Background: an optimization exercise with open tools, aiming at small area, a short achievable clock period and few clock cycles. Do not read the settings as production practice. Where RTL was checked, it was by simulation tests only, not by an equivalence proof against the original.

Setup of the baseline:
Design perceptron_trainer_fixed, start of the top module:
module perceptron_trainer_fixed
#(
    parameter int             tam        = 16,
    parameter logic [tam-1:0] LR         = 16'h0400,
    parameter int             MAX_EPOCHS = 32
) (
    input  logic                 clk,
    input  logic                 rst,
    input  logic                 start,
    input  logic [3:0][tam-1:0]  in1,
    input  logic [3:0][tam-1:0]  in2,
    input  logic [3:0][tam-1:0]  d,
    input  logic [tam-1:0]       w0_init,
    input  logic [tam-1:0]       w1_init,
    input  logic [tam-1:0]       w2_init,
    output logic [tam-1:0]       w0,
    output logic [tam-1:0]       w1,
    output logic [tam-1:0]       w2,
    output logic                 busy,
    output logic                 done,
    output logic                 converged,
    output logic [7:0]           epoch_cnt
);
    logic           busy_q, done_q, conv_q;
    logic [tam-1:0] w0_q, w1_q, w2_q;
    logic [tam-1:0] x1_q, x2_q;
    logic           t_q;
    logic [1:0]     idx_q, streak_q;
    logic [5:0]     epoch_q;
    logic           accept, pos, err, fin, clean4, last;
    logic [1:0]     nidx;
    logic [tam-1:0] dx1, dx2, u0, u1, u2;
    assign accept = start && !busy_q;
    fixed_mul_q u_mac (
  ...
Settings: LEC_CHECK=0, CAP_MARGIN=20, CORE_MARGIN=2, CORE_UTILIZATION=40, SLEW_MARGIN=20; clock period 13.0 ns.
run.sh (not shown) runs the stock make flow with config.mk's settings and CLKGATE_MAP_FILE= SYNTH_SCRIPT=/design/flow/synth_recipe.tcl, a recipe that flattens the netlist after the stock synthesis.
The baseline finished every step from synthesis to the final layout, and the layout passed the timing, DRC and antenna checks.
Testbench counts of the baseline, summed over its fixed seeds: cycles 6,410.
Input changes introduced in the candidate (baseline for comparison: the baseline):
-- flow/config.mk --
<<< the baseline, line 7
export LEC_CHECK = 0
export CAP_MARGIN = 20
>>> the candidate, line 7
export LEC_CHECK = 0
export ABC_CLOCK_PERIOD_IN_PS = 7000
export CAP_MARGIN = 20
<<< the baseline, line 10
export CORE_UTILIZATION = 40
export SLEW_MARGIN = 20
>>> the candidate, line 11
export CORE_UTILIZATION = 40
export SETUP_SLACK_MARGIN = 5
export SLEW_MARGIN = 20
Findings:
Going from the baseline to the candidate, total number of nets in the final design grows by 56. The baseline -> the candidate: clock sink count flat.

* * *

perceptron_trainer_fixed, a different RTL version from the one above (not shown whole).
For scale: ~300 I/O pins.
clock: 13.0 ns
lec_check: 0
cap_margin: 20
core_margin: 2
core_utilization: 40
setup_slack_margin: 5
slew_margin: 20
synth_hierarchical: 1
synth_minimum_keep_size: 0
Testbench counts at the start, summed over its fixed seeds: cycles 6,410.
Change:
==> flow/flow/run.sh (new file) <==
#!/bin/bash
set -euo pipefail
export SETUP_SLACK_MARGIN="$(cat flow/setup_margin)"
# Port buffers: the smallest plain buffer rather than buffer_ports' default pick.
export BUFFER_PORTS_ARGS="-buffer_cell sky130_fd_sc_hd__buf_1"
bash standard.sh finish > flow_make.log 2>&1
==> flow/flow/setup_margin (new file) <==
6
==> flow/standard.sh (new file) <==
#!/bin/bash
# synth_recipe.tcl (not shown) runs the flow's synth.tcl, then flattens the netlist and writes it again
# the make line also repeats each setting of config.mk as NAME=value (left out here)
make -C /OpenROAD-flow-scripts/flow DESIGN_CONFIG=/design/flow/config.mk WORK_HOME=/design/flow/orfs CLKGATE_MAP_FILE= SYNTH_SCRIPT=/design/flow/synth_recipe.tcl "${@:-finish}"
--- a/flow/config.mk
+++ b/flow/config.mk
@@ -9,4 +9,4 @@
 export CORE_MARGIN = 2
-export CORE_UTILIZATION = 40
-export SETUP_SLACK_MARGIN = 5
+export CORE_UTILIZATION = 65
+export PLACE_DENSITY = 0.75
 export SLEW_MARGIN = 20
removed: flow/run.sh
Global-route usage increases by 15 points.
Hold slack is better by 0.0035 ns.
First-iteration DRC count increases by well over a third.
Worst setup slack is better by 0.50 ns.
Clock skew decreases by 0.0059 ns.
Change:
==> flow/flow/run.sh (replaced) <==
#!/bin/bash
set -euo pipefail
export SETUP_SLACK_MARGIN="$(cat flow/setup_margin)"
bash standard.sh finish > flow_make.log 2>&1
==> flow/flow/setup_margin (replaced) <==
7
--- a/flow/config.mk
+++ b/flow/config.mk
@@ -9,4 +9,3 @@
 export CORE_MARGIN = 2
-export CORE_UTILIZATION = 65
-export PLACE_DENSITY = 0.75
+export CORE_UTILIZATION = 40
 export SLEW_MARGIN = 20
Outcome:
- The new run produced a clean layout
- clock skew barely changes
- critical path depth rose by 1
Change:
==> flow/flow/run.sh (replaced) <==
#!/bin/bash
set -euo pipefail
export SETUP_SLACK_MARGIN="$(cat flow/setup_margin)"
# Port buffers: the smallest plain buffer rather than buffer_ports' default pick.
export BUFFER_PORTS_ARGS="-buffer_cell sky130_fd_sc_hd__buf_1"
bash standard.sh finish > flow_make.log 2>&1
==> flow/flow/setup_margin (replaced) <==
6
Outcome: The changed run finished with timing, DRC and antenna clean; cell count is lower by 0.67%; cell area is lower by 13%; worst setup slack degrades by 0.26 ns; maximum frequency is lower by 3.9%; utilization is lower by 6.9 points.

* * *

Another version of the RTL of perceptron_trainer_fixed (not shown whole).
For scale: about 1800 cells after synthesis, about 120 flip-flops, roughly 300 I/O pins.
export LEC_CHECK = 0
export CAP_MARGIN = 20
export CORE_MARGIN = 2
export CORE_UTILIZATION = 40
export CTS_BUF_LIST = sky130_fd_sc_hd__clkbuf_8
export SLEW_MARGIN = 20
export SYNTH_HIERARCHICAL = 1
export SYNTH_MINIMUM_KEEP_SIZE = 0
export TNS_END_PERCENT = 10
create_clock -name core_clock -period 13.0 [get_ports {clk}]
standard.sh (not shown) runs the stock make flow with config.mk's settings and CLKGATE_MAP_FILE= SYNTH_SCRIPT=/design/flow/synth_recipe.tcl, a recipe that flattens the netlist after the stock synthesis.
==> flow/flow/run.sh <==
#!/bin/bash
set -euo pipefail
export SETUP_SLACK_MARGIN="$(cat flow/setup_margin)"
# Port buffers: the smallest plain buffer rather than buffer_ports' default pick.
export BUFFER_PORTS_ARGS="-buffer_cell sky130_fd_sc_hd__buf_1"
# Clock tree: no dummy balancing loads, larger sink clusters.
export CTS_ARGS="-sink_clustering_enable -repair_clock_nets -buf_list sky130_fd_sc_hd__clkbuf_8 -dont_use_dummy_load -sink_clustering_size 24 -sink_clustering_max_diameter 60"
bash standard.sh finish > flow_make.log 2>&1
==> flow/flow/setup_margin <==
6
Change:
==> flow/flow/run.sh (replaced) <==
#!/bin/bash
set -euo pipefail
export SETUP_SLACK_MARGIN="$(cat flow/setup_margin)"
# Port buffers: the smallest plain buffer rather than buffer_ports' default pick.
export BUFFER_PORTS_ARGS="-buffer_cell sky130_fd_sc_hd__buf_1"
bash standard.sh finish > flow_make.log 2>&1
==> flow/flow/setup_margin (replaced) <==
7
After rerunning: Design area increases by about 5.6%. Via count came out higher by about 1.6%. Utilization rises by 2.6 points.
No functional check of the RTL was part of any run of this note.

* * *

Setup of run A:
perceptron_trainer_fixed, a different RTL version from the one above (not shown whole).
Size in the first run: roughly 1900 cells after synthesis, ~120 flip-flops, about 300 I/O pins, about 19000 um^2 of cells after synthesis.
clock: 13.0 ns
lec_check: 0
cap_margin: 20
core_margin: 2
core_utilization: 40
cts_buf_list: sky130_fd_sc_hd__clkbuf_8
slew_margin: 20
synth_hierarchical: 1
synth_minimum_keep_size: 0
tns_end_percent: 10
==> flow/flow/run.sh <==
#!/bin/bash
set -euo pipefail
export SETUP_SLACK_MARGIN="$(cat flow/setup_margin)"
# Port buffers: the smallest plain buffer rather than buffer_ports' default pick.
export BUFFER_PORTS_ARGS="-buffer_cell sky130_fd_sc_hd__buf_1"
bash standard.sh finish > flow_make.log 2>&1
==> flow/flow/setup_margin <==
6.25
Both conditions hold for run A: the flow ran to the end and the final layout passed the timing, DRC and antenna checks.
Testbench counts of run A, summed over its fixed seeds: cycles 6,410.
Relative to run A, the following input files were edited for run B:
==> flow/flow/setup_margin <==
6.5
Notes after the runs:
On overall fraction of global-route tracks in use, run B tracks run A almost exactly.
Critical path buffer and inverter count: run B vs run A up 1
Beginning of the critical path: x1o_q[6] -> run B, x2_q[1] -> run A
Run B has final period utilization below what run A had.
Going from run A to run B, routed wire length higher; total area of multi-input combinational cells now sits higher; achievable frequency went up 3.0%; cell area shows an increase of 980 um^2; detailed route wirelength on metal2 now larger.
Number of cells on the critical path up 2 in run B wrt run A
## Diff of input files: run C against run B
==> flow/flow/setup_margin <==
7
==> notes.md <==
Against run B, global-route wire length before repair in run C came out worse. Sequential standard cell area was higher in the run labelled run C. Run C reports a higher area growth from synthesis to final layout than run B does. Compared to run B, run C has layout clock buffer count 2 higher. Non-clock buffer count, run C and run B: lower on run B. Relative to run B, the wire length the detailed router placed on met1 of run C is higher by 4.2%. Diff run B -> run C: via count of the first global-routing pass went up by 959, post-route standard cell area excluding fillers increased by 5.4% relative to the old numbers.
Inputs modified between run C and run D:
==> flow/flow/setup_margin <==
6
## What came out
- Sort run D and run C by utilization asc -> top: run D
- Worst hold slack: run D better than run C
- Total of fill cells in the finished design (run D / run C): 1.07

* * *

perceptron_trainer_fixed with an RTL version that a note above also has.
Size in the first run: ~1,800 cells after synthesis, ~120 flip-flops, ~300 I/O pins, about 18,000 sq um of cells after synthesis.
// perceptron_trainer_fixed
module perceptron_trainer_fixed
#(
    parameter int             tam        = 16,
    parameter logic [tam-1:0] LR         = 16'h0400,
    parameter int             MAX_EPOCHS = 32
) (
    input  logic                 clk,
    input  logic                 rst,
    input  logic                 start,
    input  logic [3:0][tam-1:0]  in1,
    input  logic [3:0][tam-1:0]  in2,
    input  logic [3:0][tam-1:0]  d,
    input  logic [tam-1:0]       w0_init,
    input  logic [tam-1:0]       w1_init,
    input  logic [tam-1:0]       w2_init,
    output logic [tam-1:0]       w0,
    output logic [tam-1:0]       w1,
    output logic [tam-1:0]       w2,
    output logic                 busy,
    output logic                 done,
    output logic                 converged,
    output logic [7:0]           epoch_cnt
);
export LEC_CHECK = 0
export CAP_MARGIN = 20
export CORE_MARGIN = 2
export CORE_UTILIZATION = 40
export CTS_BUF_LIST = sky130_fd_sc_hd__clkbuf_8
export SLEW_MARGIN = 20
export SYNTH_HIERARCHICAL = 1
export SYNTH_MINIMUM_KEEP_SIZE = 0
export TNS_END_PERCENT = 10
create_clock -name core_clock -period 13.0 [get_ports {clk}]
==> flow/flow/setup_margin <==
6.5
Scripts as last shown in full above: flow/flow/run.sh
Rerun with:
==> flow/flow/setup_margin (replaced) <==
6
Hold slack is worse by 0.013 ns.
Wire length drops by 3.5%.
Design area drops by about 3.4%.
Area after synthesis is unchanged.
Maximum frequency drops by about 3%.
Core utilization drops by 1.6 points.
First-iteration DRC count drops by about 25%.
Register-to-register slack is worse by 0.20 ns.
Critical path depth climbs by 1.
No run of this note included a check of the RTL's function; only the layout flow was run.

==> what the ideal ports hide <==
How much do the figures lean on ideal ports? The routed layouts below were timed once more, with nothing changed but the port constraints.
Step 1 (the two cells are an assumption about what drives the block):
set clk [get_ports {clk}]
set_driving_cell -lib_cell sky130_fd_sc_hd__clkbuf_16 $clk
set_driving_cell -lib_cell sky130_fd_sc_hd__buf_2 [delete_from_list [all_inputs] $clk]
Step 2 adds t to the input delays and takes it off the output delays; t is the mean of the earliest and latest rising clock arrival at the registers after step 1. Input paths then give back, and output paths get back, about the clock's delay inside the block.
a / b / c = no drivers / after step 1 / after step 2; a / b = the first two.
| run | t, ns | setup slack, ns | worst hold slack (ns) |
|---|---|---|---|
| the baseline | 0.423 | 1.721 / 1.721 / 1.721 | 0.457 / 0.457 / 0.457 |
| the candidate | 0.425 | 4.156 / 4.156 / 4.156 | 0.454 / 0.454 / 0.454 |
| the first run of note 2 | 0.506 | 5.715 / 5.715 / 5.715 | 0.450 / 0.450 / 0.450 |
| the second run of note 2 | 0.491 | 6.214 / 6.214 / 6.214 | 0.454 / 0.454 / 0.454 |
| the third run of note 2 | 0.518 | 6.506 / 6.506 / 6.506 | 0.458 / 0.458 / 0.458 |
| the fourth run of note 2 | 0.530 | 6.244 / 6.244 / 6.244 | 0.459 / 0.459 / 0.459 |
| the first run of note 3 | 0.550 | 6.294 / 6.294 / 6.294 | 0.471 / 0.471 / 0.471 |
| the second run of note 3 | 0.560 | 6.681 / 6.681 / 6.681 | 0.481 / 0.481 / 0.481 |
| run A | 0.591 | 6.485 / 6.485 / 6.485 | 0.479 / 0.479 / 0.479 |
| run B | 0.589 | 6.674 / 6.674 / 6.674 | 0.478 / 0.478 / 0.478 |
| run C | 0.578 | 6.659 / 6.659 / 6.659 | 0.471 / 0.471 / 0.471 |
| run D | 0.591 | 6.312 / 6.312 / 6.312 | 0.480 / 0.480 / 0.480 |
| the first run of note 5 | 0.568 | 6.563 / 6.563 / 6.563 | 0.485 / 0.485 / 0.485 |
| the second run of note 5 | 0.557 | 6.361 / 6.361 / 6.361 | 0.472 / 0.472 / 0.472 |
After both steps every run listed still meets setup and hold.
